From an optimization exercise on the open Yosys and OpenROAD flow, aimed at small area and a short achievable clock period; shortcuts taken in it are not production practice. No run shown here included a check of the RTL's function; only the layout flow was run. Power and IR drop assume default switching activity.

**flow/config.mk**
```make
export PLATFORM = sky130hd
export DESIGN_NAME = vc_dds_top
export DESIGN_NICKNAME = vc_dds_top
export VERILOG_FILES = /design/flow/design.v
export SDC_FILE = /design/flow/constraint.sdc
export NUM_CORES = 4
export LEC_CHECK = 0
export CAP_MARGIN = 20
export CORE_MARGIN = 2
export CORE_UTILIZATION = 40
export SETUP_SLACK_MARGIN = 1.5
export SLEW_MARGIN = 20
```
**flow/constraint.sdc**
```tcl
create_clock -name core_clock -period 5.5 [get_ports {clk_user_bufg}]
set_input_delay 1.1000 -clock core_clock [delete_from_list [all_inputs] [get_ports {clk_user_bufg}]]
set_output_delay 1.1000 -clock core_clock [all_outputs]
set_load 0.01 [all_outputs]
```
**flow/design.v**
```verilog
`timescale 1ns/1ns
package vc_dds_pkg;
  typedef enum logic [1:0] {
    WAVE_DC       = 2'd0,              
    WAVE_TRIANGLE = 2'd1,
    WAVE_SAWTOOTH = 2'd2
  } wave_mode_e;
  typedef struct packed {
    wave_mode_e                mode;
    logic [32-1:0]    freq_word;   
    logic [10-1:0]      pcw;         
    logic [16-1:0]   amp;
    logic [16-1:0]   dc_offset;
    logic [10-1:0]      fsc;
  } vc_cfg_t;
  typedef struct packed {
    logic                      valid;
    logic [32-1:0]    phase;
    wave_mode_e                mode;
    logic [16-1:0]   amp;
    logic [16-1:0]   dc_offset;
  } phase_beat_t;
  typedef struct packed {
    logic                      valid;
    logic [16-1:0]   shape;       
    logic [16-1:0]   amp;
    logic [16-1:0]   dc_offset;
  } shape_beat_t;
  typedef struct packed {
    logic                      valid;
    logic [16-1:0]   scaled;
    logic [16-1:0]   dc_offset;
  } scaled_beat_t;
endpackage
`timescale 1ns/1ns
module vc_dds_cfg_reg
(
  input  logic                       clk_user_bufg,
  input  logic                       rst_glb,
  input  logic                       cfg_wr,
  input  vc_dds_pkg::vc_cfg_t        cfg,
  output logic                       tri_en,
  output logic                       saw_en,
  output logic [32-1:0]     freq_word,
  output logic [16-1:0]    amp,
  output logic [16-1:0]    dc_offset,
  output logic [10-1:0]       dac_fsc
);
  always_ff @(posedge clk_user_bufg)
  begin
    if (cfg_wr)
    begin
      tri_en    <= cfg.mode == vc_dds_pkg::WAVE_TRIANGLE;
      saw_en    <= cfg.mode == vc_dds_pkg::WAVE_SAWTOOTH;
      freq_word <= cfg.freq_word;
      amp       <= cfg.amp;
      dc_offset <= cfg.dc_offset;
    end
  end
  always_ff @(posedge clk_user_bufg or posedge rst_glb)
  begin
    if (rst_glb)
      dac_fsc <= {10{1'b1}};
    else if (cfg_wr)
      dac_fsc <= (cfg.fsc == '0) ? {10{1'b1}} : cfg.fsc;
  end
endmodule
`timescale 1ns/1ns
module vc_phase_accum
(
  input  logic                       clk_user_bufg,
  input  logic                       rst_glb,
  input  logic                       cfg_wr,
  input  logic [10-1:0]       pcw,
  input  logic [32-1:0]     freq_word,
  output logic [32-1:0]     phase
);
  always_ff @(posedge clk_user_bufg or posedge rst_glb)
  begin
    if (rst_glb)
      phase <= '0;
    else if (cfg_wr)
      phase <= {pcw, {22{1'b0}}};
    else
      phase <= phase + freq_word;
  end
endmodule
`timescale 1ns/1ns
module vc_wave_shaper
(
  input  logic                       tri_en,
  input  logic                       saw_en,
  input  logic [32-1:0]     phase,
  output logic [16-1:0]    shape
);
  logic [16-1:0] tri_ramp;
  logic [16-1:0] saw_ramp;
  assign tri_ramp = phase[32-2 -: 16] ^ {16{phase[32-1]}};
  assign saw_ramp = phase[32-1 -: 16];
  assign shape = ({16{tri_en}} & tri_ramp) | ({16{saw_en}} & saw_ramp);
endmodule
`timescale 1ns/1ns
module vc_amp_offset
(
  input  logic                       clk_user_bufg,
  input  logic [16-1:0]    shape,
  input  logic [16-1:0]    amp,
  input  logic [16-1:0]    dc_offset,
  output logic [16-1:0]    sample
);
  logic [16-1:0] pp [16];
  logic [16-1:0] result;
  always_comb
    for (int i = 0; i < 16; i++)
      for (int j = 0; j < 16; j++)
        pp[i][j] = shape[i] & amp[j];
  wire c1 = pp[0][1] & pp[1][0];
  wire s2 = pp[0][2] ^ pp[1][1] ^ pp[2][0];
  wire k3 = (pp[0][2] & pp[1][1]) | (pp[0][2] & pp[2][0]) | (pp[1][1] & pp[2][0]);
  wire s4 = pp[0][3] ^ pp[1][2] ^ pp[2][1];
  wire k5 = (pp[0][3] & pp[1][2]) | (pp[0][3] & pp[2][1]) | (pp[1][2] & pp[2][1]);
  wire s6 = pp[0][4] ^ pp[1][3] ^ pp[2][2];
  wire k7 = (pp[0][4] & pp[1][3]) | (pp[0][4] & pp[2][2]) | (pp[1][3] & pp[2][2]);
  wire s8 = pp[3][1] ^ pp[4][0] ^ k5;
  wire k9 = (pp[3][1] & pp[4][0]) | (pp[3][1] & k5) | (pp[4][0] & k5);
  wire s10 = pp[0][5] ^ pp[1][4] ^ pp[2][3];
  wire k11 = (pp[0][5] & pp[1][4]) | (pp[0][5] & pp[2][3]) | (pp[1][4] & pp[2][3]);
  wire s12 = pp[3][2] ^ pp[4][1] ^ pp[5][0];
  wire k13 = (pp[3][2] & pp[4][1]) | (pp[3][2] & pp[5][0]) | (pp[4][1] & pp[5][0]);
  wire s14 = pp[0][6] ^ pp[1][5] ^ pp[2][4];
  wire k15 = (pp[0][6] & pp[1][5]) | (pp[0][6] & pp[2][4]) | (pp[1][5] & pp[2][4]);
  wire s16 = pp[3][3] ^ pp[4][2] ^ pp[5][1];
  wire k17 = (pp[3][3] & pp[4][2]) | (pp[3][3] & pp[5][1]) | (pp[4][2] & pp[5][1]);
  wire s18 = pp[6][0] ^ k11 ^ k13;
  wire k19 = (pp[6][0] & k11) | (pp[6][0] & k13) | (k11 & k13);
  wire s20 = pp[0][7] ^ pp[1][6] ^ pp[2][5];
  wire k21 = (pp[0][7] & pp[1][6]) | (pp[0][7] & pp[2][5]) | (pp[1][6] & pp[2][5]);
  wire s22 = pp[3][4] ^ pp[4][3] ^ pp[5][2];
  wire k23 = (pp[3][4] & pp[4][3]) | (pp[3][4] & pp[5][2]) | (pp[4][3] & pp[5][2]);
  wire s24 = pp[6][1] ^ pp[7][0] ^ k15;
  wire k25 = (pp[6][1] & pp[7][0]) | (pp[6][1] & k15) | (pp[7][0] & k15);
  wire s26 = pp[0][8] ^ pp[1][7] ^ pp[2][6];
  wire k27 = (pp[0][8] & pp[1][7]) | (pp[0][8] & pp[2][6]) | (pp[1][7] & pp[2][6]);
  wire s28 = pp[3][5] ^ pp[4][4] ^ pp[5][3];
  wire k29 = (pp[3][5] & pp[4][4]) | (pp[3][5] & pp[5][3]) | (pp[4][4] & pp[5][3]);
  wire s30 = pp[6][2] ^ pp[7][1] ^ pp[8][0];
  wire k31 = (pp[6][2] & pp[7][1]) | (pp[6][2] & pp[8][0]) | (pp[7][1] & pp[8][0]);
  wire s32 = k21 ^ k23 ^ k25;
  wire k33 = (k21 & k23) | (k21 & k25) | (k23 & k25);
  wire s34 = pp[0][9] ^ pp[1][8] ^ pp[2][7];
  wire k35 = (pp[0][9] & pp[1][8]) | (pp[0][9] & pp[2][7]) | (pp[1][8] & pp[2][7]);
  wire s36 = pp[3][6] ^ pp[4][5] ^ pp[5][4];
  wire k37 = (pp[3][6] & pp[4][5]) | (pp[3][6] & pp[5][4]) | (pp[4][5] & pp[5][4]);
  wire s38 = pp[6][3] ^ pp[7][2] ^ pp[8][1];
  wire k39 = (pp[6][3] & pp[7][2]) | (pp[6][3] & pp[8][1]) | (pp[7][2] & pp[8][1]);
  wire s40 = pp[9][0] ^ k27 ^ k29;
  wire k41 = (pp[9][0] & k27) | (pp[9][0] & k29) | (k27 & k29);
  wire s42 = pp[0][10] ^ pp[10][0] ^ pp[1][9];
  wire k43 = (pp[0][10] & pp[10][0]) | (pp[0][10] & pp[1][9]) | (pp[10][0] & pp[1][9]);
  wire s44 = pp[2][8] ^ pp[3][7] ^ pp[4][6];
  wire k45 = (pp[2][8] & pp[3][7]) | (pp[2][8] & pp[4][6]) | (pp[3][7] & pp[4][6]);
  wire s46 = pp[5][5] ^ pp[6][4] ^ pp[7][3];
  wire k47 = (pp[5][5] & pp[6][4]) | (pp[5][5] & pp[7][3]) | (pp[6][4] & pp[7][3]);
  wire s48 = pp[8][2] ^ pp[9][1] ^ k35;
  wire k49 = (pp[8][2] & pp[9][1]) | (pp[8][2] & k35) | (pp[9][1] & k35);
  wire s50 = k37 ^ k39 ^ k41;
  wire k51 = (k37 & k39) | (k37 & k41) | (k39 & k41);
  wire s52 = pp[0][11] ^ pp[10][1] ^ pp[11][0];
  wire k53 = (pp[0][11] & pp[10][1]) | (pp[0][11] & pp[11][0]) | (pp[10][1] & pp[11][0]);
  wire s54 = pp[1][10] ^ pp[2][9] ^ pp[3][8];
  wire k55 = (pp[1][10] & pp[2][9]) | (pp[1][10] & pp[3][8]) | (pp[2][9] & pp[3][8]);
  wire s56 = pp[4][7] ^ pp[5][6] ^ pp[6][5];
  wire k57 = (pp[4][7] & pp[5][6]) | (pp[4][7] & pp[6][5]) | (pp[5][6] & pp[6][5]);
  wire s58 = pp[7][4] ^ pp[8][3] ^ pp[9][2];
  wire k59 = (pp[7][4] & pp[8][3]) | (pp[7][4] & pp[9][2]) | (pp[8][3] & pp[9][2]);
  wire s60 = k43 ^ k45 ^ k47;
  wire k61 = (k43 & k45) | (k43 & k47) | (k45 & k47);
  wire s62 = pp[0][12] ^ pp[10][2] ^ pp[11][1];
  wire k63 = (pp[0][12] & pp[10][2]) | (pp[0][12] & pp[11][1]) | (pp[10][2] & pp[11][1]);
  wire s64 = pp[12][0] ^ pp[1][11] ^ pp[2][10];
  wire k65 = (pp[12][0] & pp[1][11]) | (pp[12][0] & pp[2][10]) | (pp[1][11] & pp[2][10]);
  wire s66 = pp[3][9] ^ pp[4][8] ^ pp[5][7];
  wire k67 = (pp[3][9] & pp[4][8]) | (pp[3][9] & pp[5][7]) | (pp[4][8] & pp[5][7]);
  wire s68 = pp[6][6] ^ pp[7][5] ^ pp[8][4];
  wire k69 = (pp[6][6] & pp[7][5]) | (pp[6][6] & pp[8][4]) | (pp[7][5] & pp[8][4]);
  wire s70 = pp[9][3] ^ k53 ^ k55;
  wire k71 = (pp[9][3] & k53) | (pp[9][3] & k55) | (k53 & k55);
  wire s72 = k57 ^ k59 ^ k61;
  wire k73 = (k57 & k59) | (k57 & k61) | (k59 & k61);
  wire s74 = pp[0][13] ^ pp[10][3] ^ pp[11][2];
  wire k75 = (pp[0][13] & pp[10][3]) | (pp[0][13] & pp[11][2]) | (pp[10][3] & pp[11][2]);
  wire s76 = pp[12][1] ^ pp[13][0] ^ pp[1][12];
  wire k77 = (pp[12][1] & pp[13][0]) | (pp[12][1] & pp[1][12]) | (pp[13][0] & pp[1][12]);
  wire s78 = pp[2][11] ^ pp[3][10] ^ pp[4][9];
  wire k79 = (pp[2][11] & pp[3][10]) | (pp[2][11] & pp[4][9]) | (pp[3][10] & pp[4][9]);
  wire s80 = pp[5][8] ^ pp[6][7] ^ pp[7][6];
  wire k81 = (pp[5][8] & pp[6][7]) | (pp[5][8] & pp[7][6]) | (pp[6][7] & pp[7][6]);
  wire s82 = pp[8][5] ^ pp[9][4] ^ k63;
  wire k83 = (pp[8][5] & pp[9][4]) | (pp[8][5] & k63) | (pp[9][4] & k63);
  wire s84 = k65 ^ k67 ^ k69;
  wire k85 = (k65 & k67) | (k65 & k69) | (k67 & k69);
  wire s86 = pp[0][14] ^ pp[10][4] ^ pp[11][3];
  wire k87 = (pp[0][14] & pp[10][4]) | (pp[0][14] & pp[11][3]) | (pp[10][4] & pp[11][3]);
  wire s88 = pp[12][2] ^ pp[13][1] ^ pp[14][0];
  wire k89 = (pp[12][2] & pp[13][1]) | (pp[12][2] & pp[14][0]) | (pp[13][1] & pp[14][0]);
  wire s90 = pp[1][13] ^ pp[2][12] ^ pp[3][11];
  wire k91 = (pp[1][13] & pp[2][12]) | (pp[1][13] & pp[3][11]) | (pp[2][12] & pp[3][11]);
  wire s92 = pp[4][10] ^ pp[5][9] ^ pp[6][8];
  wire k93 = (pp[4][10] & pp[5][9]) | (pp[4][10] & pp[6][8]) | (pp[5][9] & pp[6][8]);
  wire s94 = pp[7][7] ^ pp[8][6] ^ pp[9][5];
  wire k95 = (pp[7][7] & pp[8][6]) | (pp[7][7] & pp[9][5]) | (pp[8][6] & pp[9][5]);
  wire s96 = k75 ^ k77 ^ k79;
  wire k97 = (k75 & k77) | (k75 & k79) | (k77 & k79);
  wire s98 = k81 ^ k83 ^ k85;
  wire k99 = (k81 & k83) | (k81 & k85) | (k83 & k85);
  wire s100 = pp[0][15] ^ pp[10][5] ^ pp[11][4];
  wire k101 = (pp[0][15] & pp[10][5]) | (pp[0][15] & pp[11][4]) | (pp[10][5] & pp[11][4]);
  wire s102 = pp[12][3] ^ pp[13][2] ^ pp[14][1];
  wire k103 = (pp[12][3] & pp[13][2]) | (pp[12][3] & pp[14][1]) | (pp[13][2] & pp[14][1]);
  wire s104 = pp[15][0] ^ pp[1][14] ^ pp[2][13];
  wire k105 = (pp[15][0] & pp[1][14]) | (pp[15][0] & pp[2][13]) | (pp[1][14] & pp[2][13]);
  wire s106 = pp[3][12] ^ pp[4][11] ^ pp[5][10];
  wire k107 = (pp[3][12] & pp[4][11]) | (pp[3][12] & pp[5][10]) | (pp[4][11] & pp[5][10]);
  wire s108 = pp[6][9] ^ pp[7][8] ^ pp[8][7];
  wire k109 = (pp[6][9] & pp[7][8]) | (pp[6][9] & pp[8][7]) | (pp[7][8] & pp[8][7]);
  wire s110 = pp[9][6] ^ k87 ^ k89;
  wire k111 = (pp[9][6] & k87) | (pp[9][6] & k89) | (k87 & k89);
  wire s112 = k91 ^ k93 ^ k95;
  wire k113 = (k91 & k93) | (k91 & k95) | (k93 & k95);
  wire s114 = dc_offset[0] ^ pp[10][6] ^ pp[11][5];
  wire k115 = (dc_offset[0] & pp[10][6]) | (dc_offset[0] & pp[11][5]) | (pp[10][6] & pp[11][5]);
  wire s116 = pp[12][4] ^ pp[13][3] ^ pp[14][2];
  wire k117 = (pp[12][4] & pp[13][3]) | (pp[12][4] & pp[14][2]) | (pp[13][3] & pp[14][2]);
  wire s118 = pp[15][1] ^ pp[1][15] ^ pp[2][14];
  wire k119 = (pp[15][1] & pp[1][15]) | (pp[15][1] & pp[2][14]) | (pp[1][15] & pp[2][14]);
  wire s120 = pp[3][13] ^ pp[4][12] ^ pp[5][11];
  wire k121 = (pp[3][13] & pp[4][12]) | (pp[3][13] & pp[5][11]) | (pp[4][12] & pp[5][11]);
  wire s122 = pp[6][10] ^ pp[7][9] ^ pp[8][8];
  wire k123 = (pp[6][10] & pp[7][9]) | (pp[6][10] & pp[8][8]) | (pp[7][9] & pp[8][8]);
  wire s124 = pp[9][7] ^ k101 ^ k103;
  wire k125 = (pp[9][7] & k101) | (pp[9][7] & k103) | (k101 & k103);
  wire s126 = k105 ^ k107 ^ k109;
  wire k127 = (k105 & k107) | (k105 & k109) | (k107 & k109);
  wire s128 = dc_offset[1] ^ pp[10][7] ^ pp[11][6];
  wire k129 = (dc_offset[1] & pp[10][7]) | (dc_offset[1] & pp[11][6]) | (pp[10][7] & pp[11][6]);
  wire s130 = pp[12][5] ^ pp[13][4] ^ pp[14][3];
  wire k131 = (pp[12][5] & pp[13][4]) | (pp[12][5] & pp[14][3]) | (pp[13][4] & pp[14][3]);
  wire s132 = pp[15][2] ^ pp[2][15] ^ pp[3][14];
  wire k133 = (pp[15][2] & pp[2][15]) | (pp[15][2] & pp[3][14]) | (pp[2][15] & pp[3][14]);
  wire s134 = pp[4][13] ^ pp[5][12] ^ pp[6][11];
  wire k135 = (pp[4][13] & pp[5][12]) | (pp[4][13] & pp[6][11]) | (pp[5][12] & pp[6][11]);
  wire s136 = pp[7][10] ^ pp[8][9] ^ pp[9][8];
  wire k137 = (pp[7][10] & pp[8][9]) | (pp[7][10] & pp[9][8]) | (pp[8][9] & pp[9][8]);
  wire s138 = k115 ^ k117 ^ k119;
  wire k139 = (k115 & k117) | (k115 & k119) | (k117 & k119);
  wire s140 = k121 ^ k123 ^ k125;
  wire k141 = (k121 & k123) | (k121 & k125) | (k123 & k125);
  wire s142 = dc_offset[2] ^ pp[10][8] ^ pp[11][7];
  wire k143 = (dc_offset[2] & pp[10][8]) | (dc_offset[2] & pp[11][7]) | (pp[10][8] & pp[11][7]);
  wire s144 = pp[12][6] ^ pp[13][5] ^ pp[14][4];
  wire k145 = (pp[12][6] & pp[13][5]) | (pp[12][6] & pp[14][4]) | (pp[13][5] & pp[14][4]);
  wire s146 = pp[15][3] ^ pp[3][15] ^ pp[4][14];
  wire k147 = (pp[15][3] & pp[3][15]) | (pp[15][3] & pp[4][14]) | (pp[3][15] & pp[4][14]);
  wire s148 = pp[5][13] ^ pp[6][12] ^ pp[7][11];
  wire k149 = (pp[5][13] & pp[6][12]) | (pp[5][13] & pp[7][11]) | (pp[6][12] & pp[7][11]);
  wire s150 = pp[8][10] ^ pp[9][9] ^ k129;
  wire k151 = (pp[8][10] & pp[9][9]) | (pp[8][10] & k129) | (pp[9][9] & k129);
  wire s152 = k131 ^ k133 ^ k135;
  wire k153 = (k131 & k133) | (k131 & k135) | (k133 & k135);
  wire s154 = dc_offset[3] ^ pp[10][9] ^ pp[11][8];
  wire k155 = (dc_offset[3] & pp[10][9]) | (dc_offset[3] & pp[11][8]) | (pp[10][9] & pp[11][8]);
  wire s156 = pp[12][7] ^ pp[13][6] ^ pp[14][5];
  wire k157 = (pp[12][7] & pp[13][6]) | (pp[12][7] & pp[14][5]) | (pp[13][6] & pp[14][5]);
  wire s158 = pp[15][4] ^ pp[4][15] ^ pp[5][14];
  wire k159 = (pp[15][4] & pp[4][15]) | (pp[15][4] & pp[5][14]) | (pp[4][15] & pp[5][14]);
  wire s160 = pp[6][13] ^ pp[7][12] ^ pp[8][11];
  wire k161 = (pp[6][13] & pp[7][12]) | (pp[6][13] & pp[8][11]) | (pp[7][12] & pp[8][11]);
  wire s162 = pp[9][10] ^ k143 ^ k145;
  wire k163 = (pp[9][10] & k143) | (pp[9][10] & k145) | (k143 & k145);
  wire s164 = k147 ^ k149 ^ k151;
  wire k165 = (k147 & k149) | (k147 & k151) | (k149 & k151);
  wire s166 = dc_offset[4] ^ pp[10][10] ^ pp[11][9];
  wire k167 = (dc_offset[4] & pp[10][10]) | (dc_offset[4] & pp[11][9]) | (pp[10][10] & pp[11][9]);
  wire s168 = pp[12][8] ^ pp[13][7] ^ pp[14][6];
  wire k169 = (pp[12][8] & pp[13][7]) | (pp[12][8] & pp[14][6]) | (pp[13][7] & pp[14][6]);
  wire s170 = pp[15][5] ^ pp[5][15] ^ pp[6][14];
  wire k171 = (pp[15][5] & pp[5][15]) | (pp[15][5] & pp[6][14]) | (pp[5][15] & pp[6][14]);
  wire s172 = pp[7][13] ^ pp[8][12] ^ pp[9][11];
  wire k173 = (pp[7][13] & pp[8][12]) | (pp[7][13] & pp[9][11]) | (pp[8][12] & pp[9][11]);
  wire s174 = k155 ^ k157 ^ k159;
  wire k175 = (k155 & k157) | (k155 & k159) | (k157 & k159);
  wire s176 = dc_offset[5] ^ pp[10][11] ^ pp[11][10];
  wire k177 = (dc_offset[5] & pp[10][11]) | (dc_offset[5] & pp[11][10]) | (pp[10][11] & pp[11][10]);
  wire s178 = pp[12][9] ^ pp[13][8] ^ pp[14][7];
  wire k179 = (pp[12][9] & pp[13][8]) | (pp[12][9] & pp[14][7]) | (pp[13][8] & pp[14][7]);
  wire s180 = pp[15][6] ^ pp[6][15] ^ pp[7][14];
  wire k181 = (pp[15][6] & pp[6][15]) | (pp[15][6] & pp[7][14]) | (pp[6][15] & pp[7][14]);
  wire s182 = pp[8][13] ^ pp[9][12] ^ k167;
  wire k183 = (pp[8][13] & pp[9][12]) | (pp[8][13] & k167) | (pp[9][12] & k167);
  wire s184 = k169 ^ k171 ^ k173;
  wire k185 = (k169 & k171) | (k169 & k173) | (k171 & k173);
  wire s186 = dc_offset[6] ^ pp[10][12] ^ pp[11][11];
  wire k187 = (dc_offset[6] & pp[10][12]) | (dc_offset[6] & pp[11][11]) | (pp[10][12] & pp[11][11]);
  wire s188 = pp[12][10] ^ pp[13][9] ^ pp[14][8];
  wire k189 = (pp[12][10] & pp[13][9]) | (pp[12][10] & pp[14][8]) | (pp[13][9] & pp[14][8]);
  wire s190 = pp[15][7] ^ pp[7][15] ^ pp[8][14];
  wire k191 = (pp[15][7] & pp[7][15]) | (pp[15][7] & pp[8][14]) | (pp[7][15] & pp[8][14]);
  wire s192 = pp[9][13] ^ k177 ^ k179;
  wire k193 = (pp[9][13] & k177) | (pp[9][13] & k179) | (k177 & k179);
  wire s194 = k181 ^ k183 ^ k185;
  wire k195 = (k181 & k183) | (k181 & k185) | (k183 & k185);
  wire s196 = dc_offset[7] ^ pp[10][13] ^ pp[11][12];
  wire k197 = (dc_offset[7] & pp[10][13]) | (dc_offset[7] & pp[11][12]) | (pp[10][13] & pp[11][12]);
  wire s198 = pp[12][11] ^ pp[13][10] ^ pp[14][9];
  wire k199 = (pp[12][11] & pp[13][10]) | (pp[12][11] & pp[14][9]) | (pp[13][10] & pp[14][9]);
  wire s200 = pp[15][8] ^ pp[8][15] ^ pp[9][14];
  wire k201 = (pp[15][8] & pp[8][15]) | (pp[15][8] & pp[9][14]) | (pp[8][15] & pp[9][14]);
  wire s202 = k187 ^ k189 ^ k191;
  wire k203 = (k187 & k189) | (k187 & k191) | (k189 & k191);
  wire s204 = dc_offset[8] ^ pp[10][14] ^ pp[11][13];
  wire k205 = (dc_offset[8] & pp[10][14]) | (dc_offset[8] & pp[11][13]) | (pp[10][14] & pp[11][13]);
  wire s206 = pp[12][12] ^ pp[13][11] ^ pp[14][10];
  wire k207 = (pp[12][12] & pp[13][11]) | (pp[12][12] & pp[14][10]) | (pp[13][11] & pp[14][10]);
  wire s208 = pp[15][9] ^ pp[9][15] ^ k197;
  wire k209 = (pp[15][9] & pp[9][15]) | (pp[15][9] & k197) | (pp[9][15] & k197);
  wire s210 = k199 ^ k201 ^ k203;
  wire k211 = (k199 & k201) | (k199 & k203) | (k201 & k203);
  wire s212 = dc_offset[9] ^ pp[10][15] ^ pp[11][14];
  wire k213 = (dc_offset[9] & pp[10][15]) | (dc_offset[9] & pp[11][14]) | (pp[10][15] & pp[11][14]);
  wire s214 = pp[12][13] ^ pp[13][12] ^ pp[14][11];
  wire k215 = (pp[12][13] & pp[13][12]) | (pp[12][13] & pp[14][11]) | (pp[13][12] & pp[14][11]);
  wire s216 = pp[15][10] ^ k205 ^ k207;
  wire k217 = (pp[15][10] & k205) | (pp[15][10] & k207) | (k205 & k207);
  wire s218 = dc_offset[10] ^ pp[11][15] ^ pp[12][14];
  wire k219 = (dc_offset[10] & pp[11][15]) | (dc_offset[10] & pp[12][14]) | (pp[11][15] & pp[12][14]);
  wire s220 = pp[13][13] ^ pp[14][12] ^ pp[15][11];
  wire k221 = (pp[13][13] & pp[14][12]) | (pp[13][13] & pp[15][11]) | (pp[14][12] & pp[15][11]);
  wire s222 = k213 ^ k215 ^ k217;
  wire k223 = (k213 & k215) | (k213 & k217) | (k215 & k217);
  wire s224 = dc_offset[11] ^ pp[12][15] ^ pp[13][14];
  wire k225 = (dc_offset[11] & pp[12][15]) | (dc_offset[11] & pp[13][14]) | (pp[12][15] & pp[13][14]);
  wire s226 = pp[14][13] ^ pp[15][12] ^ k219;
  wire k227 = (pp[14][13] & pp[15][12]) | (pp[14][13] & k219) | (pp[15][12] & k219);
  wire s228 = dc_offset[12] ^ pp[13][15] ^ pp[14][14];
  wire k229 = (dc_offset[12] & pp[13][15]) | (dc_offset[12] & pp[14][14]) | (pp[13][15] & pp[14][14]);
  wire s230 = pp[15][13] ^ k225 ^ k227;
  wire k231 = (pp[15][13] & k225) | (pp[15][13] & k227) | (k225 & k227);
  wire s232 = dc_offset[13] ^ pp[14][15] ^ pp[15][14];
  wire k233 = (dc_offset[13] & pp[14][15]) | (dc_offset[13] & pp[15][14]) | (pp[14][15] & pp[15][14]);
  wire s234 = dc_offset[14] ^ pp[15][15] ^ k233;
  wire k235 = (dc_offset[14] & pp[15][15]) | (dc_offset[14] & k233) | (pp[15][15] & k233);
  wire c236 = c1 & s2;
  wire s237 = pp[3][0] ^ k3 ^ s4;
  wire k238 = (pp[3][0] & k3) | (pp[3][0] & s4) | (k3 & s4);
  wire s239 = s6 ^ k238 ^ s8;
  wire k240 = (s6 & k238) | (s6 & s8) | (k238 & s8);
  wire s241 = k7 ^ s10 ^ s12;
  wire k242 = (k7 & s10) | (k7 & s12) | (s10 & s12);
  wire s243 = s14 ^ s16 ^ k242;
  wire k244 = (s14 & s16) | (s14 & k242) | (s16 & k242);
  wire s245 = k17 ^ s20 ^ s22;
  wire k246 = (k17 & s20) | (k17 & s22) | (s20 & s22);
  wire s247 = s26 ^ s28 ^ s30;
  wire k248 = (s26 & s28) | (s26 & s30) | (s28 & s30);
  wire s249 = k31 ^ s34 ^ s36;
  wire k250 = (k31 & s34) | (k31 & s36) | (s34 & s36);
  wire s251 = s38 ^ k248 ^ s40;
  wire k252 = (s38 & k248) | (s38 & s40) | (k248 & s40);
  wire s253 = s42 ^ s44 ^ s46;
  wire k254 = (s42 & s44) | (s42 & s46) | (s44 & s46);
  wire s255 = s52 ^ s54 ^ s56;
  wire k256 = (s52 & s54) | (s52 & s56) | (s54 & s56);
  wire s257 = s58 ^ k254 ^ k49;
  wire k258 = (s58 & k254) | (s58 & k49) | (k254 & k49);
  wire s259 = s62 ^ s64 ^ s66;
  wire k260 = (s62 & s64) | (s62 & s66) | (s64 & s66);
  wire s261 = s68 ^ k256 ^ s70;
  wire k262 = (s68 & k256) | (s68 & s70) | (k256 & s70);
  wire s263 = s74 ^ s76 ^ s78;
  wire k264 = (s74 & s76) | (s74 & s78) | (s76 & s78);
  wire s265 = s80 ^ k260 ^ k71;
  wire k266 = (s80 & k260) | (s80 & k71) | (k260 & k71);
  wire s267 = s86 ^ s88 ^ s90;
  wire k268 = (s86 & s88) | (s86 & s90) | (s88 & s90);
  wire s269 = s92 ^ s94 ^ k264;
  wire k270 = (s92 & s94) | (s92 & k264) | (s94 & k264);
  wire s271 = s100 ^ s102 ^ s104;
  wire k272 = (s100 & s102) | (s100 & s104) | (s102 & s104);
  wire s273 = s106 ^ s108 ^ k268;
  wire k274 = (s106 & s108) | (s106 & k268) | (s108 & k268);
  wire s275 = k97 ^ s110 ^ s112;
  wire k276 = (k97 & s110) | (k97 & s112) | (s110 & s112);
  wire s277 = s114 ^ s116 ^ s118;
  wire k278 = (s114 & s116) | (s114 & s118) | (s116 & s118);
  wire s279 = s120 ^ s122 ^ k111;
  wire k280 = (s120 & s122) | (s120 & k111) | (s122 & k111);
  wire s281 = k113 ^ k272 ^ s124;
  wire k282 = (k113 & k272) | (k113 & s124) | (k272 & s124);
  wire s283 = s128 ^ s130 ^ s132;
  wire k284 = (s128 & s130) | (s128 & s132) | (s130 & s132);
  wire s285 = s134 ^ s136 ^ k127;
  wire k286 = (s134 & s136) | (s134 & k127) | (s136 & k127);
  wire s287 = k137 ^ s142 ^ s144;
  wire k288 = (k137 & s142) | (k137 & s144) | (s142 & s144);
  wire s289 = s146 ^ s148 ^ k139;
  wire k290 = (s146 & s148) | (s146 & k139) | (s148 & k139);
  wire s291 = k284 ^ s150 ^ s152;
  wire k292 = (k284 & s150) | (k284 & s152) | (s150 & s152);
  wire s293 = s154 ^ s156 ^ s158;
  wire k294 = (s154 & s156) | (s154 & s158) | (s156 & s158);
  wire s295 = s160 ^ k153 ^ k288;
  wire k296 = (s160 & k153) | (s160 & k288) | (k153 & k288);
  wire s297 = k161 ^ s166 ^ s168;
  wire k298 = (k161 & s166) | (k161 & s168) | (s166 & s168);
  wire s299 = s170 ^ s172 ^ k163;
  wire k300 = (s170 & s172) | (s170 & k163) | (s172 & k163);
  wire s301 = s176 ^ s178 ^ s180;
  wire k302 = (s176 & s178) | (s176 & s180) | (s178 & s180);
  wire s303 = k175 ^ k298 ^ s182;
  wire k304 = (k175 & k298) | (k175 & s182) | (k298 & s182);
  wire s305 = s186 ^ s188 ^ s190;
  wire k306 = (s186 & s188) | (s186 & s190) | (s188 & s190);
  wire s307 = s196 ^ s198 ^ s200;
  wire k308 = (s196 & s198) | (s196 & s200) | (s198 & s200);
  wire s309 = k193 ^ k306 ^ s202;
  wire k310 = (k193 & k306) | (k193 & s202) | (k306 & s202);
  wire s311 = s204 ^ s206 ^ k308;
  wire k312 = (s204 & s206) | (s204 & k308) | (s206 & k308);
  wire s313 = s212 ^ s214 ^ k209;
  wire k314 = (s212 & s214) | (s212 & k209) | (s214 & k209);
  wire s315 = k221 ^ s224 ^ s226;
  wire k316 = (k221 & s224) | (k221 & s226) | (s224 & s226);
  wire c317 = c236 & s237;
  wire s318 = k19 ^ s24 ^ s245;
  wire k319 = (k19 & s24) | (k19 & s245) | (s24 & s245);
  wire s320 = k250 ^ s253 ^ s48;
  wire k321 = (k250 & s253) | (k250 & s48) | (s253 & s48);
  wire s322 = s263 ^ s82 ^ s84;
  wire k323 = (s263 & s82) | (s263 & s84) | (s82 & s84);
  wire s324 = k278 ^ s138 ^ s283;
  wire k325 = (k278 & s138) | (k278 & s283) | (s138 & s283);
  wire s326 = k294 ^ s174 ^ s297;
  wire k327 = (k294 & s174) | (k294 & s297) | (s174 & s297);
  wire s328 = k302 ^ s192 ^ s305;
  wire k329 = (k302 & s192) | (k302 & s305) | (s192 & s305);
  logic r0_330;
  logic r0_331;
  logic r0_332;
  logic r0_333;
  logic r0_334;
  logic r0_335;
  logic r0_336;
  logic r0_337;
  logic r0_338;
  logic r0_339;
  logic r0_340;
  logic r0_341;
  logic r0_342;
  logic r0_343;
  logic r0_344;
  logic r0_345;
  logic r0_346;
  logic r0_347;
  logic r0_348;
  logic r0_349;
  logic r0_350;
  logic r0_351;
  logic r0_352;
  logic r0_353;
  logic r0_354;
  logic r0_355;
  logic r0_356;
  logic r0_357;
  logic r0_358;
  logic r0_359;
  logic r0_360;
  logic r0_361;
  logic r0_362;
  logic r0_363;
  logic r0_364;
  logic r0_365;
  logic r0_366;
  logic r0_367;
  logic r0_368;
  logic r0_369;
  logic r0_370;
  logic r0_371;
  logic r0_372;
  logic r0_373;
  logic r0_374;
  logic r0_375;
  logic r0_376;
  logic r0_377;
  logic r0_378;
  logic r0_379;
  logic r0_380;
  logic r0_381;
  logic r0_382;
  logic r0_383;
  logic r0_384;
  logic r0_385;
  logic r0_386;
  logic r0_387;
  logic r0_388;
  logic r0_389;
  logic r0_390;
  logic r0_391;
  logic r0_392;
  logic r0_393;
  logic r0_394;
  logic r0_395;
  logic r0_396;
  logic r0_397;
  logic r0_398;
  logic r0_399;
  logic r0_400;
  logic r0_401;
  logic r0_402;
  logic r0_403;
  logic r0_404;
  logic r0_405;
  logic r0_406;
  logic r0_407;
  logic r0_408;
  logic r0_409;
  logic r0_410;
  logic r0_411;
  logic r0_412;
  logic r0_413;
  logic r0_414;
  logic r0_415;
  logic r0_416;
  logic r0_417;
  logic r0_418;
  logic r0_419;
  logic r0_420;
  logic r0_421;
  logic r0_422;
  logic r0_423;
  logic r0_424;
  logic r0_425;
  logic r0_426;
  logic r0_427;
  logic r0_428;
  logic r0_429;
  logic r0_430;
  logic r0_431;
  logic r0_432;
  logic r0_433;
  logic r0_434;
  always_ff @(posedge clk_user_bufg)
  begin
    r0_330 <= c317;
    r0_331 <= s239;
    r0_332 <= k9;
    r0_333 <= s241;
    r0_334 <= k240;
    r0_335 <= s18;
    r0_336 <= s243;
    r0_337 <= k244;
    r0_338 <= s318;
    r0_339 <= k246;
    r0_340 <= s247;
    r0_341 <= k319;
    r0_342 <= s32;
    r0_343 <= s249;
    r0_344 <= k33;
    r0_345 <= s251;
    r0_346 <= k252;
    r0_347 <= s320;
    r0_348 <= s50;
    r0_349 <= s255;
    r0_350 <= s60;
    r0_351 <= k321;
    r0_352 <= k51;
    r0_353 <= s257;
    r0_354 <= s259;
    r0_355 <= k258;
    r0_356 <= s261;
    r0_357 <= s72;
    r0_358 <= k262;
    r0_359 <= k73;
    r0_360 <= s265;
    r0_361 <= s322;
    r0_362 <= s267;
    r0_363 <= s96;
    r0_364 <= k266;
    r0_365 <= k323;
    r0_366 <= s269;
    r0_367 <= s98;
    r0_368 <= s271;
    r0_369 <= k270;
    r0_370 <= k99;
    r0_371 <= s273;
    r0_372 <= s275;
    r0_373 <= s126;
    r0_374 <= s277;
    r0_375 <= k274;
    r0_376 <= k276;
    r0_377 <= s279;
    r0_378 <= s281;
    r0_379 <= k280;
    r0_380 <= k282;
    r0_381 <= s140;
    r0_382 <= s285;
    r0_383 <= s324;
    r0_384 <= s287;
    r0_385 <= k141;
    r0_386 <= k286;
    r0_387 <= k325;
    r0_388 <= s289;
    r0_389 <= s291;
    r0_390 <= s162;
    r0_391 <= s293;
    r0_392 <= k290;
    r0_393 <= k292;
    r0_394 <= s164;
    r0_395 <= s295;
    r0_396 <= k165;
    r0_397 <= k296;
    r0_398 <= s299;
    r0_399 <= s326;
    r0_400 <= s184;
    r0_401 <= s301;
    r0_402 <= k300;
    r0_403 <= k327;
    r0_404 <= s303;
    r0_405 <= k304;
    r0_406 <= s194;
    r0_407 <= s328;
    r0_408 <= s307;
    r0_409 <= k195;
    r0_410 <= k329;
    r0_411 <= s309;
    r0_412 <= s208;
    r0_413 <= k310;
    r0_414 <= s210;
    r0_415 <= s311;
    r0_416 <= s216;
    r0_417 <= k211;
    r0_418 <= k312;
    r0_419 <= s313;
    r0_420 <= s218;
    r0_421 <= s220;
    r0_422 <= k314;
    r0_423 <= s222;
    r0_424 <= k223;
    r0_425 <= s315;
    r0_426 <= s228;
    r0_427 <= k316;
    r0_428 <= s230;
    r0_429 <= k229;
    r0_430 <= s232;
    r0_431 <= k231;
    r0_432 <= s234;
    r0_433 <= dc_offset[15];
    r0_434 <= k235;
  end
  wire c435 = r0_330 & r0_331;
  wire s436 = r0_332 ^ r0_333 ^ r0_334;
  wire k437 = (r0_332 & r0_333) | (r0_332 & r0_334) | (r0_333 & r0_334);
  wire s438 = r0_335 ^ r0_336 ^ k437;
  wire k439 = (r0_335 & r0_336) | (r0_335 & k437) | (r0_336 & k437);
  wire s440 = r0_337 ^ r0_338 ^ k439;
  wire k441 = (r0_337 & r0_338) | (r0_337 & k439) | (r0_338 & k439);
  wire s442 = r0_339 ^ r0_340 ^ r0_341;
  wire k443 = (r0_339 & r0_340) | (r0_339 & r0_341) | (r0_340 & r0_341);
  wire s444 = r0_343 ^ r0_344 ^ r0_345;
  wire k445 = (r0_343 & r0_344) | (r0_343 & r0_345) | (r0_344 & r0_345);
  wire s446 = r0_346 ^ r0_347 ^ r0_348;
  wire k447 = (r0_346 & r0_347) | (r0_346 & r0_348) | (r0_347 & r0_348);
  wire s448 = r0_349 ^ r0_350 ^ r0_351;
  wire k449 = (r0_349 & r0_350) | (r0_349 & r0_351) | (r0_350 & r0_351);
  wire s450 = r0_352 ^ r0_353 ^ k447;
  wire k451 = (r0_352 & r0_353) | (r0_352 & k447) | (r0_353 & k447);
  wire s452 = r0_354 ^ r0_355 ^ r0_356;
  wire k453 = (r0_354 & r0_355) | (r0_354 & r0_356) | (r0_355 & r0_356);
  wire s454 = r0_357 ^ k449 ^ k451;
  wire k455 = (r0_357 & k449) | (r0_357 & k451) | (k449 & k451);
  wire s456 = r0_358 ^ r0_359 ^ r0_360;
  wire k457 = (r0_358 & r0_359) | (r0_358 & r0_360) | (r0_359 & r0_360);
  wire s458 = r0_361 ^ k453 ^ k455;
  wire k459 = (r0_361 & k453) | (r0_361 & k455) | (k453 & k455);
  wire s460 = r0_362 ^ r0_363 ^ r0_364;
  wire k461 = (r0_362 & r0_363) | (r0_362 & r0_364) | (r0_363 & r0_364);
  wire s462 = r0_365 ^ r0_366 ^ r0_367;
  wire k463 = (r0_365 & r0_366) | (r0_365 & r0_367) | (r0_366 & r0_367);
  wire s464 = r0_368 ^ r0_369 ^ r0_370;
  wire k465 = (r0_368 & r0_369) | (r0_368 & r0_370) | (r0_369 & r0_370);
  wire s466 = r0_371 ^ r0_372 ^ k461;
  wire k467 = (r0_371 & r0_372) | (r0_371 & k461) | (r0_372 & k461);
  wire s468 = r0_373 ^ r0_374 ^ r0_375;
  wire k469 = (r0_373 & r0_374) | (r0_373 & r0_375) | (r0_374 & r0_375);
  wire s470 = r0_376 ^ r0_377 ^ r0_378;
  wire k471 = (r0_376 & r0_377) | (r0_376 & r0_378) | (r0_377 & r0_378);
  wire s472 = r0_379 ^ r0_380 ^ r0_381;
  wire k473 = (r0_379 & r0_380) | (r0_379 & r0_381) | (r0_380 & r0_381);
  wire s474 = r0_382 ^ r0_383 ^ k469;
  wire k475 = (r0_382 & r0_383) | (r0_382 & k469) | (r0_383 & k469);
  wire s476 = r0_384 ^ r0_385 ^ r0_386;
  wire k477 = (r0_384 & r0_385) | (r0_384 & r0_386) | (r0_385 & r0_386);
  wire s478 = r0_387 ^ r0_388 ^ r0_389;
  wire k479 = (r0_387 & r0_388) | (r0_387 & r0_389) | (r0_388 & r0_389);
  wire s480 = r0_390 ^ r0_391 ^ r0_392;
  wire k481 = (r0_390 & r0_391) | (r0_390 & r0_392) | (r0_391 & r0_392);
  wire s482 = r0_393 ^ r0_394 ^ r0_395;
  wire k483 = (r0_393 & r0_394) | (r0_393 & r0_395) | (r0_394 & r0_395);
  wire s484 = r0_396 ^ r0_397 ^ r0_398;
  wire k485 = (r0_396 & r0_397) | (r0_396 & r0_398) | (r0_397 & r0_398);
  wire s486 = r0_399 ^ k481 ^ k483;
  wire k487 = (r0_399 & k481) | (r0_399 & k483) | (k481 & k483);
  wire s488 = r0_400 ^ r0_401 ^ r0_402;
  wire k489 = (r0_400 & r0_401) | (r0_400 & r0_402) | (r0_401 & r0_402);
  wire s490 = r0_403 ^ r0_404 ^ k485;
  wire k491 = (r0_403 & r0_404) | (r0_403 & k485) | (r0_404 & k485);
  wire s492 = r0_405 ^ r0_406 ^ r0_407;
  wire k493 = (r0_405 & r0_406) | (r0_405 & r0_407) | (r0_406 & r0_407);
  wire s494 = r0_408 ^ r0_409 ^ r0_410;
  wire k495 = (r0_408 & r0_409) | (r0_408 & r0_410) | (r0_409 & r0_410);
  wire s496 = r0_412 ^ r0_413 ^ r0_414;
  wire k497 = (r0_412 & r0_413) | (r0_412 & r0_414) | (r0_413 & r0_414);
  wire s498 = r0_416 ^ r0_417 ^ r0_418;
  wire k499 = (r0_416 & r0_417) | (r0_416 & r0_418) | (r0_417 & r0_418);
  wire s500 = r0_420 ^ r0_421 ^ r0_422;
  wire k501 = (r0_420 & r0_421) | (r0_420 & r0_422) | (r0_421 & r0_422);
  wire s502 = r0_424 ^ r0_425 ^ k501;
  wire k503 = (r0_424 & r0_425) | (r0_424 & k501) | (r0_425 & k501);
  wire s504 = r0_426 ^ r0_427 ^ r0_428;
  wire k505 = (r0_426 & r0_427) | (r0_426 & r0_428) | (r0_427 & r0_428);
  wire s506 = r0_429 ^ r0_430 ^ r0_431;
  wire k507 = (r0_429 & r0_430) | (r0_429 & r0_431) | (r0_430 & r0_431);
  wire c508 = c435 & s436;
  wire c509 = c508 & s438;
  wire c510 = c509 & s440;
  wire s511 = r0_342 ^ s442 ^ k441;
  wire k512 = (r0_342 & s442) | (r0_342 & k441) | (s442 & k441);
  wire s513 = k457 ^ s460 ^ s462;
  wire k514 = (k457 & s460) | (k457 & s462) | (s460 & s462);
  wire s515 = k463 ^ s464 ^ k514;
  wire k516 = (k463 & s464) | (k463 & k514) | (s464 & k514);
  wire s517 = k465 ^ s468 ^ s470;
  wire k518 = (k465 & s468) | (k465 & s470) | (s468 & s470);
  wire s519 = k471 ^ s472 ^ k518;
  wire k520 = (k471 & s472) | (k471 & k518) | (s472 & k518);
  wire s521 = k473 ^ s476 ^ s478;
  wire k522 = (k473 & s476) | (k473 & s478) | (s476 & s478);
  wire s523 = k477 ^ k479 ^ s480;
  wire k524 = (k477 & k479) | (k477 & s480) | (k479 & s480);
  wire s525 = s484 ^ k524 ^ s486;
  wire k526 = (s484 & k524) | (s484 & s486) | (k524 & s486);
  wire s527 = s488 ^ k487 ^ s490;
  wire k528 = (s488 & k487) | (s488 & s490) | (k487 & s490);
  wire s529 = k489 ^ s492 ^ k491;
  wire k530 = (k489 & s492) | (k489 & k491) | (s492 & k491);
  wire s531 = r0_411 ^ k493 ^ s494;
  wire k532 = (r0_411 & k493) | (r0_411 & s494) | (k493 & s494);
  wire s533 = r0_415 ^ k495 ^ s496;
  wire k534 = (r0_415 & k495) | (r0_415 & s496) | (k495 & s496);
  wire s535 = r0_419 ^ k497 ^ s498;
  wire k536 = (r0_419 & k497) | (r0_419 & s498) | (k497 & s498);
  wire s537 = r0_423 ^ k499 ^ s500;
  wire k538 = (r0_423 & k499) | (r0_423 & s500) | (k499 & s500);
  wire c539 = c510 & s511;
  wire s540 = k467 ^ s517 ^ k516;
  wire k541 = (k467 & s517) | (k467 & k516) | (s517 & k516);
  wire s542 = k475 ^ s521 ^ k520;
  wire k543 = (k475 & s521) | (k475 & k520) | (s521 & k520);
  wire s544 = s482 ^ k522 ^ s523;
  wire k545 = (s482 & k522) | (s482 & s523) | (k522 & s523);
  logic r1_546;
  logic r1_547;
  logic r1_548;
  logic r1_549;
  logic r1_550;
  logic r1_551;
  logic r1_552;
  logic r1_553;
  logic r1_554;
  logic r1_555;
  logic r1_556;
  logic r1_557;
  logic r1_558;
  logic r1_559;
  logic r1_560;
  logic r1_561;
  logic r1_562;
  logic r1_563;
  logic r1_564;
  logic r1_565;
  logic r1_566;
  logic r1_567;
  logic r1_568;
  logic r1_569;
  logic r1_570;
  logic r1_571;
  logic r1_572;
  logic r1_573;
  logic r1_574;
  logic r1_575;
  logic r1_576;
  logic r1_577;
  logic r1_578;
  logic r1_579;
  logic r1_580;
  logic r1_581;
  logic r1_582;
  logic r1_583;
  logic r1_584;
  logic r1_585;
  logic r1_586;
  logic r1_587;
  logic r1_588;
  logic r1_589;
  logic r1_590;
  logic r1_591;
  logic r1_592;
  always_ff @(posedge clk_user_bufg)
  begin
    r1_546 <= k443;
    r1_547 <= s444;
    r1_548 <= k512;
    r1_549 <= c539;
    r1_550 <= k445;
    r1_551 <= s446;
    r1_552 <= s448;
    r1_553 <= s450;
    r1_554 <= s452;
    r1_555 <= s454;
    r1_556 <= s456;
    r1_557 <= s458;
    r1_558 <= s513;
    r1_559 <= k459;
    r1_560 <= s466;
    r1_561 <= s515;
    r1_562 <= s540;
    r1_563 <= s474;
    r1_564 <= s519;
    r1_565 <= k541;
    r1_566 <= s542;
    r1_567 <= s544;
    r1_568 <= k543;
    r1_569 <= k545;
    r1_570 <= s525;
    r1_571 <= k526;
    r1_572 <= s527;
    r1_573 <= k528;
    r1_574 <= s529;
    r1_575 <= s531;
    r1_576 <= k530;
    r1_577 <= k532;
    r1_578 <= s533;
    r1_579 <= k534;
    r1_580 <= s535;
    r1_581 <= k536;
    r1_582 <= s537;
    r1_583 <= k538;
    r1_584 <= s502;
    r1_585 <= s504;
    r1_586 <= k503;
    r1_587 <= k505;
    r1_588 <= s506;
    r1_589 <= r0_432;
    r1_590 <= k507;
    r1_591 <= r0_433;
    r1_592 <= r0_434;
  end
  wire [24:0] tot = {1'b0, 1'b0, r1_591, r1_589, r1_587, r1_585, r1_583, r1_581, r1_579, r1_577, r1_575, r1_573, r1_571, r1_569, r1_567, r1_566, r1_563, r1_562, r1_560, r1_558, r1_556, r1_554, r1_552, r1_550, r1_546} + {1'b0, 1'b0, r1_592, r1_590, r1_588, r1_586, r1_584, r1_582, r1_580, r1_578, r1_576, r1_574, r1_572, r1_570, r1_568, 1'b0, r1_564, 1'b0, r1_561, r1_559, r1_557, r1_555, r1_553, r1_551, r1_547} + {1'b0, 1'b0, 1'b0, 1'b0, 1'b0, 1'b0, 1'b0, 1'b0, 1'b0, 1'b0, 1'b0, 1'b0, 1'b0, 1'b0, 1'b0, 1'b0, r1_565, 1'b0, 1'b0, 1'b0, 1'b0, 1'b0, 1'b0, 1'b0, r1_548} + {1'b0, 1'b0, 1'b0, 1'b0, 1'b0, 1'b0, 1'b0, 1'b0, 1'b0, 1'b0, 1'b0, 1'b0, 1'b0, 1'b0, 1'b0, 1'b0, 1'b0, 1'b0, 1'b0, 1'b0, 1'b0, 1'b0, 1'b0, 1'b0, r1_549};
  wire [16:0] hisum = tot[23:7];
  assign result = hisum[16] ? 16'hFFFF : hisum[15:0];
  logic [16-1:0] dly_q [2];
  always_ff @(posedge clk_user_bufg)
  begin
    dly_q[0] <= result;
    dly_q[1] <= dly_q[0];
  end
  assign sample = dly_q[1];
endmodule
`timescale 1ns/1ns
module vc_dds_top
(
  input  logic                    clk_user_bufg,
  input  logic                    rst_glb,
  input  logic                    cfg_wr,           
  input  logic [85:0]             cfg,              
  output logic [16-1:0] sample,           
  output logic                    sample_valid,
  output logic [10-1:0]    dac_fsc           
);
  vc_dds_pkg::vc_cfg_t             cfg_s;
  logic                            tri_en;
  logic                            saw_en;
  logic [32-1:0]          freq_word;
  logic [16-1:0]         amp;
  logic [16-1:0]         dc_offset;
  logic [32-1:0]          phase;
  logic [16-1:0]         shape;
  logic                            written_q;       
  logic [3:0]                      valid_q;
  assign cfg_s = cfg;
  vc_dds_cfg_reg u_cfg_reg (
    .clk_user_bufg (clk_user_bufg),
    .rst_glb       (rst_glb),
    .cfg_wr        (cfg_wr),
    .cfg           (cfg_s),
    .tri_en        (tri_en),
    .saw_en        (saw_en),
    .freq_word     (freq_word),
    .amp           (amp),
    .dc_offset     (dc_offset),
    .dac_fsc       (dac_fsc)
  );
  vc_phase_accum u_phase_accum (
    .clk_user_bufg (clk_user_bufg),
    .rst_glb       (rst_glb),
    .cfg_wr        (cfg_wr),
    .pcw           (cfg_s.pcw),
    .freq_word     (freq_word),
    .phase         (phase)
  );
  vc_wave_shaper u_wave_shaper (
    .tri_en        (tri_en),
    .saw_en        (saw_en),
    .phase         (phase),
    .shape         (shape)
  );
  vc_amp_offset u_amp_offset (
    .clk_user_bufg (clk_user_bufg),
    .shape         (shape),
    .amp           (amp),
    .dc_offset     (dc_offset),
    .sample        (sample)
  );
  always_ff @(posedge clk_user_bufg or posedge rst_glb)
  begin
    if (rst_glb)
    begin
      written_q <= 1'b0;
      valid_q   <= '0;
    end
    else
    begin
      written_q <= written_q | cfg_wr;
      valid_q   <= {valid_q[2:0], written_q};
    end
  end
  assign sample_valid = valid_q[3];
endmodule
```
**flow/run.sh**
```bash
#!/bin/bash
# synth_recipe.tcl (not shown) runs the flow's synth.tcl, then flattens the netlist and writes it again
# the make line also repeats each setting of config.mk as NAME=value (left out here)
make -C /OpenROAD-flow-scripts/flow DESIGN_CONFIG=/design/flow/config.mk WORK_HOME=/design/flow/orfs CLKGATE_MAP_FILE= SYNTH_SCRIPT=/design/flow/synth_recipe.tcl finish
```
==> results of run 1 <==
==> layer usage <==
| metal | vias up | GRT usage | routed length [µm] |
|---|---|---|---|
| met5 | - | 0 | 46 |
| met4 | 6 | 0.0648 | 956 |
| met3 | 69 | 0.0445 | 2490 |
| met2 | 258 | 0.265 | 15500 |
| met1 | 4903 | 0.222 | 15100 |
| li1 | 4692 | - | - |
==> power by group <==
group | internal (mW) | switching, mW
sequential | 3.17 | 0.410
clock | 1.61 | 0.947
combinational | 2.83 | 3.60
==> through the flow <==
| step | hold slack (ns) | power (mW) | cells |
|---|---|---|---|
| floorplan | 0.310 | 8.22 | 1410 |
| global placement | 0.311 | 9.93 | 2015 |
| detailed placement | 0.312 | 10.2 | 2015 |
| CTS | 0.322 | 12.8 | 2079 |
| global route | 0.328 | 13.9 | 2079 |
| finish | 0.322 | 12.6 | 2081 |
==> registers in the layout, indices dropped and copies added (netlist names), 4 cells and up <==
signal / flops
u_phase_accum.phase: 32
u_cfg_reg.dac_fsc: 10
u_cfg_reg.freq_word: 32
u_cfg_reg.amp: 16
valid_q: 4
u_cfg_reg.dc_offset: 16
u_amp_offset.dly_q: 32
==> final cells by class <==
| type | instances | area (µm²) | share of cell area |
|---|---|---|---|
| timing repair buffer | 117 | 1160 | 0.0597 |
| sequential | 297 | 6850 | 0.352 |
| inverter | 191 | 718 | 0.0369 |
| tap | 532 | 666 | 0.0342 |
| antenna | 2 | 5.00 | 0.000257 |
| clock buffer | 44 | 981 | 0.0503 |
| multi-input combinational | 878 | 8770 | 0.450 |
| clock inverter | 20 | 324 | 0.0166 |
==> Yosys cell counts (2+ instances only) <==
library cell	count
dfstp_2	10
a21o_1	21
nor2_1	30
nand2_1	151
dfxtp_1	184
ha_1	70
nand3_1	8
inv_1	191
nand2b_1	3
a21oi_1	43
o21ai_0	18
and2_1	148
o21a_1	3
o21ai_1	6
a311oi_1	2
nor3_1	6
a31oi_1	5
xnor2_1	23
a211oi_1	5
a22o_1	16
xor2_1	30
a221o_1	2
o21bai_1	7
o211ai_1	5
a31oi_2	2
or4_1	2
edfxtp_1	66
clkbuf_1	40
o22a_1	10
dfrtp_1	37
and3_1	7
a21bo_1	2
nor2b_1	8
fa_1	219
==> worst reg2reg max path, delay by kind of cell, from the launching register on <==
kind / cells / cell delay [ns]
fa+ha+maj: 3 / 1.51
flops: 1 / 0.84
compound gates: 1 / 0.63
xor+xnor: 1 / 0.21
simple gates: 1 / 0.18
buf+inv: 1 / 0.05
==> logic make-up after synthesis <==
| group | Yosys count | share of synthesized area |
|---|---|---|
| AND/OR/NAND/NOR | 371 | 0.113 |
| XOR/XNOR | 53 | 0.0281 |
| multiplexers | 1 | 0.000681 |
| adder cells (fa/ha/maj) | 289 | 0.318 |
| buffers and inverters | 235 | 0.0543 |
| flip-flops | 297 | 0.415 |
| AO/OA/AOI/OAI | 164 | 0.0708 |
==> path summary, 6_finish.rpt <==
path | startpoint | to | slack, ns | cells after the start
hold / removal | u_amp_offset.dly_q[0][3] | u_amp_offset.dly_q[1][3] | 0.32 | 0
setup / recovery | u_phase_accum.phase[31] | u_amp_offset.r0_347 | 1.97 | 7
hold reg to reg | u_amp_offset.dly_q[0][3] | u_amp_offset.dly_q[1][3] | 0.32 | 0
setup reg to reg | u_phase_accum.phase[31] | u_amp_offset.r0_347 | 1.97 | 7
min in group asynchronous | rst_glb | u_phase_accum.phase[4] | 1.04 | 2
max in group asynchronous | rst_glb | u_phase_accum.phase[20] | 3.94 | 2
==> results.cfg, run 1 <==
[status]
status = no timing/DRC/antenna violations

[cts]
clockRootBuffer = clkbuf_16
cts_hold_buf = 0
htree_levels = 2
cts_buffers = 35
cts_setup_buffers = 0
clk_latency_ns = 0.55
clock-sinks = 297
cts_resized = 0
clockBufferDepth = 3
cts_tree = yes
clkTransAtPathRegs_ns = 0.06

[final_layout]
fin_util = 0.477
drive_gt1_frac = 0.0556
final_nets = 1898
final_common_cell = fa_1
most-common-layout-cells = fa_1, inv_1, dfxtp_1
fin_area_mm2 = 0.0195
fillers = 3681
syn_to_final_growth_pct = 17.9

[setup_path]
path_class = flip-flop to flip-flop
critPathLaunchType = flip-flop
crit_buf_inv = 1
worstPathArrival_ns = 3.95
critPathSlowestCell = dfrtp_1
slowest_delay_ns = 0.84
critPathRequiredTime_ns = 5.92
path_common_cell = fa_1
cp_cell_sequence = xor2_1 -> a22o_1 -> nand2_1 -> fa_1 -> fa_1 -> inv_1 -> fa_1
cp_top_family = adder cells
critPathMaxFanout = 18
worstSetupEndpointType = flip-flop

[timing]
final-hold-violation-count = 0
tns_ns = 0
finalClockSkew_ns = 0.0198
period_share = 0.643
post-route-worst-setup-slack_ns = 1.97
final_max_slew_viol_count = 0
rsz0062_at_grt = false
tightestPinTransition_ns = 0.979
min_period_ns = 3.53
setup_viol = 0
fmax_mhz = 283
slew_headroom = 0.347

[global_route]
grt_max_degree = 88
grtUsageTotal = 0.168
grt_pass1_wl_um = 57200
antenna_found_initial = 4
overflow = 0
grt_pass1_vias = 11000

[floorplan]
rows = 74
start_util = 0.405
dieArea_mm2 = 0.0430
io_pins = 116
die_width_um = 207
coreArea_mm2 = 0.0408
die_h_um = 207

[yosys]
yosysWarningCount = 6
synth_top_area_cell = fa_1
synth_edf_count = 66
synthArstFlopShare = 0.158
synth.area.top_cells = fa_1, dfxtp_1, edfxtp_1
avgSynthCellArea_um2 = 11.7
yosysTopAreaCellShare = 0.265
ys_types = 64
syn_area_mm2 = 0.0165
synthFlopType = dfxtp_1
syn_inst = 1410
synth_seq_cells = 297
ys_seq_area_frac = 0.415
syn_nets = 1788

[routing]
dr.pass1.iters = 4
vias = 9928
drtIter0Drc = 419
drt.antenna.violating_nets = 0
wirelength_um = 34100
drcViolationCount = 0
wl_per_cell_um = 16.4
via_per_inst = 4.77

[worst_hold_path]
hold_path_class = flip-flop to flip-flop

[power_and_ir_drop]
p_leak_nw = 8.75
p_per_area_mw_per_mm2 = 645
ir_worst_vdd_v = 0.000252

[place]
io_buffers = 115
hpwl_um = 24500
place_area_mm2 = 0.0182
dp_slack_ns = 1.93
finalWeightedCongestion = 0.813

[job]
cap_viol_max_count = 0
==> run 2, diff against run 1 <==
--- a/flow/config.mk
+++ b/flow/config.mk
@@ -8,5 +8,5 @@
 export CAP_MARGIN = 20
 export CORE_MARGIN = 2
 export CORE_UTILIZATION = 40
-export SETUP_SLACK_MARGIN = 1.5
+export SETUP_SLACK_MARGIN = 2.9
 export SLEW_MARGIN = 20
==> results.cfg, run 2 <==
[routing]
wl_per_cell_um = 18.1
drt.antenna.violating_nets = 0
met3WireLength_um = 2390
top_layer_used = met5
drtIter0Drc = 495
vias = 10800
drcViolationCount = 0
dr.pass1.iters = 4
via_per_inst = 4.90
wl_met1_um = 17200
wirelength_um = 40000
wl_met2_um = 19000

[final_layout]
num_antenna_cells = 0
top_regs = u_amp_offset.dly_q x32, u_cfg_reg.freq_word x32, u_phase_accum.phase x32
most-common-layout-cells = dfxtp_1, inv_1, fa_2
final_nets = 2025
register_area_mm2 = 0.00687
syn_to_final_growth_pct = 32.8
finalNonFillerCells = 2205
multiInputGateArea_mm2 = 0.0102
final_common_cell = dfxtp_1
fin_area_mm2 = 0.0219
fillers = 3380
fin_util = 0.538
drive_gt1_frac = 0.313

[cts]
cts_tree = yes
clk_latency_ns = 0.55
cts_hold_buf = 0
clockRootBuffer = clkbuf_16
clock-sinks = 297
cts_buffers = 35
htree_levels = 2
clockBufferDepth = 3
clkTransAtPathRegs_ns = 0.06

[power_and_ir_drop]
clock_power_share = 0.150
finalPower_mw = 14.9
pwr-share-comb = 0.604
p_leak_nw = 9.54
seqPwrFrac = 0.247
ir_worst_vdd_v = 0.000251
power.internal_mw = 8.92
switching_share = 0.399
p_switching_mw = 5.93
p_per_area_mw_per_mm2 = 677

[yosys]
ys_types = 64
syn_area_mm2 = 0.0165
yosysTopAreaCellShare = 0.265
avgSynthCellArea_um2 = 11.7
synth_edf_count = 66
syn_nets = 1788
yosysMostFrequentCell = fa_1
synth.top_cells.by_count = fa_1, inv_1, dfxtp_1
syn_inst = 1410
synthArstFlopShare = 0.158
synth_top_area_cell = fa_1
synth.area.top_cells = fa_1, dfxtp_1, edfxtp_1
synthFlopType = dfxtp_1
yosysWarningCount = 6
ys_seq_area_frac = 0.415
synth_seq_cells = 297

[global_route]
grt_pass1_wl_um = 64300
overflow = 0
grt_max_degree = 79
grtUsageTotal = 0.192
antenna_found_initial = 3
grt_pass1_vias = 12000

[floorplan]
start_util = 0.405
rows = 74
coreArea_mm2 = 0.0408
io_pins = 116
die_width_um = 207
die_h_um = 207
dieArea_mm2 = 0.0430

[place]
hpwl_um = 24900
io_buffers = 115
dp_slack_ns = 1.90
finalWeightedCongestion = 0.796
dp_cells = 2015
place_area_mm2 = 0.0185

[timing]
slew_headroom = 0.356
worst_hold_slack_ns = 0.324
fmax_mhz = 323
post-route-worst-setup-slack_ns = 2.40
period_share = 0.564
tns_ns = 0
rsz0062_at_grt = true
final-hold-violation-count = 0
final_max_slew_viol_count = 0
min_period_ns = 3.10
finalClockSkew_ns = 0.0205
setup_viol = 0
tightestPinTransition_ns = 0.966

[setup_path]
critPathLaunchType = flip-flop
worstSetupEndpointType = flip-flop
worstPathArrival_ns = 3.59
critPathMaxFanout = 6
critPathRequiredTime_ns = 5.99
path_class = flip-flop to flip-flop

[worst_hold_path]
hold_path_class = flip-flop to flip-flop

[job]
cap_viol_max_count = 0

[status]
status = no timing/DRC/antenna violations
## run 2: cell families after synthesis
group / count (synthesis) / share of synthesized area
and+or+nand+nor: 371 / 0.113
DFF: 297 / 0.415
adders and majority gates: 289 / 0.318
buffers and inverters: 235 / 0.0543
AOI/OAI and AO/OA: 164 / 0.0708
xor gates and xnor gates: 53 / 0.0281
muxes: 1 / 0.000681
## run 2: worst paths after layout
kind	cells after the start	startpoint	slack, ns	to
max	10	u_phase_accum.phase[31]	2.40	u_amp_offset.r0_383
min	0	u_amp_offset.dly_q[0][1]	0.32	u_amp_offset.dly_q[1][1]
max reg2reg	10	u_phase_accum.phase[31]	2.40	u_amp_offset.r0_383
min reg2reg	0	u_amp_offset.dly_q[0][1]	0.32	u_amp_offset.dly_q[1][1]
max in group asynchronous	2	rst_glb	3.82	u_phase_accum.phase[31]
min in group asynchronous	2	rst_glb	1.05	u_phase_accum.phase[28]
## run 2: critical path, cell delays in order (launching register included)
cell     delay (ns)
dfrtp_4        0.55
buf_12         0.18
xor2_4         0.15
a22o_4         0.25
buf_6          0.14
and2_4         0.16
fa_2           0.53
inv_2          0.04
fa_2           0.52
inv_2          0.04
fa_2           0.50
## run 2: power by group through the flow
stage	Clock (mW)	Sequential, mW	Combinational (mW)
3_5_place_dp	0	3.64	6.86
5_1_grt	2.38	3.74	10.1
2_1_floorplan	0	3.49	5.11
6_report	2.22	3.66	8.97
4_1_cts	2.29	3.66	8.37
3_3_place_gp	0	3.62	6.66
## run 2: final cells by class
type,instances,share of cell area
clock buffers,54,0.0478
clock inverters,9,0.00262
inverters,191,0.0327
multi-input cells,888,0.465
flip-flops and latches,297,0.313
well taps,532,0.0303
repair buffers,234,0.108
## run 2: what timing repair did
| item | 4_1_cts | 5_1_grt |
|---|---|---|
| gates resized for setup | 251 | 103 |
| gates cloned | 11 | 0 |
| pin swaps | 106 | 95 |
| endpoints found under the setup margin | 143 | 112 |
| buffers inserted | 85 | 31 |
## run 2: per-layer routing
layer,vias to the layer above,global-route usage
met3,88,0.0424
met4,6,0.0828
met5,-,0
li1,4974,-
met2,328,0.317
met1,5402,0.243

## static timing again, ports no longer ideal
Ports are ideal in the flow. The routed layouts listed here were re-timed in OpenROAD. Step 1 sets driving cells, clkbuf_16 on the clock port and buf_2 on the other inputs (assumed; they add their load-dependent delay and slew). Step 2 also shifts input and output timing later by t, the mid clock arrival at the registers, as if the neighbouring blocks saw the same clock. Slacks: ideal ports / drivers / drivers and shift; pairs: ideal ports / drivers.
| run | t, ns | setup slack, ns | worst setup path after step 2 | slew at the worst register clock pin (ns) | worst data-port slew with drivers (ns) |
|---|---|---|---|---|---|
| run 1 | 0.593 | 1.965 / 1.965 / 1.965 | register to register | 0.06 / 0.06 | 0.07 |
| run 2 | 0.593 | 2.399 / 2.399 / 2.399 | register to register | 0.06 / 0.06 | 0.07 |
After both steps every run listed still meets setup and hold.
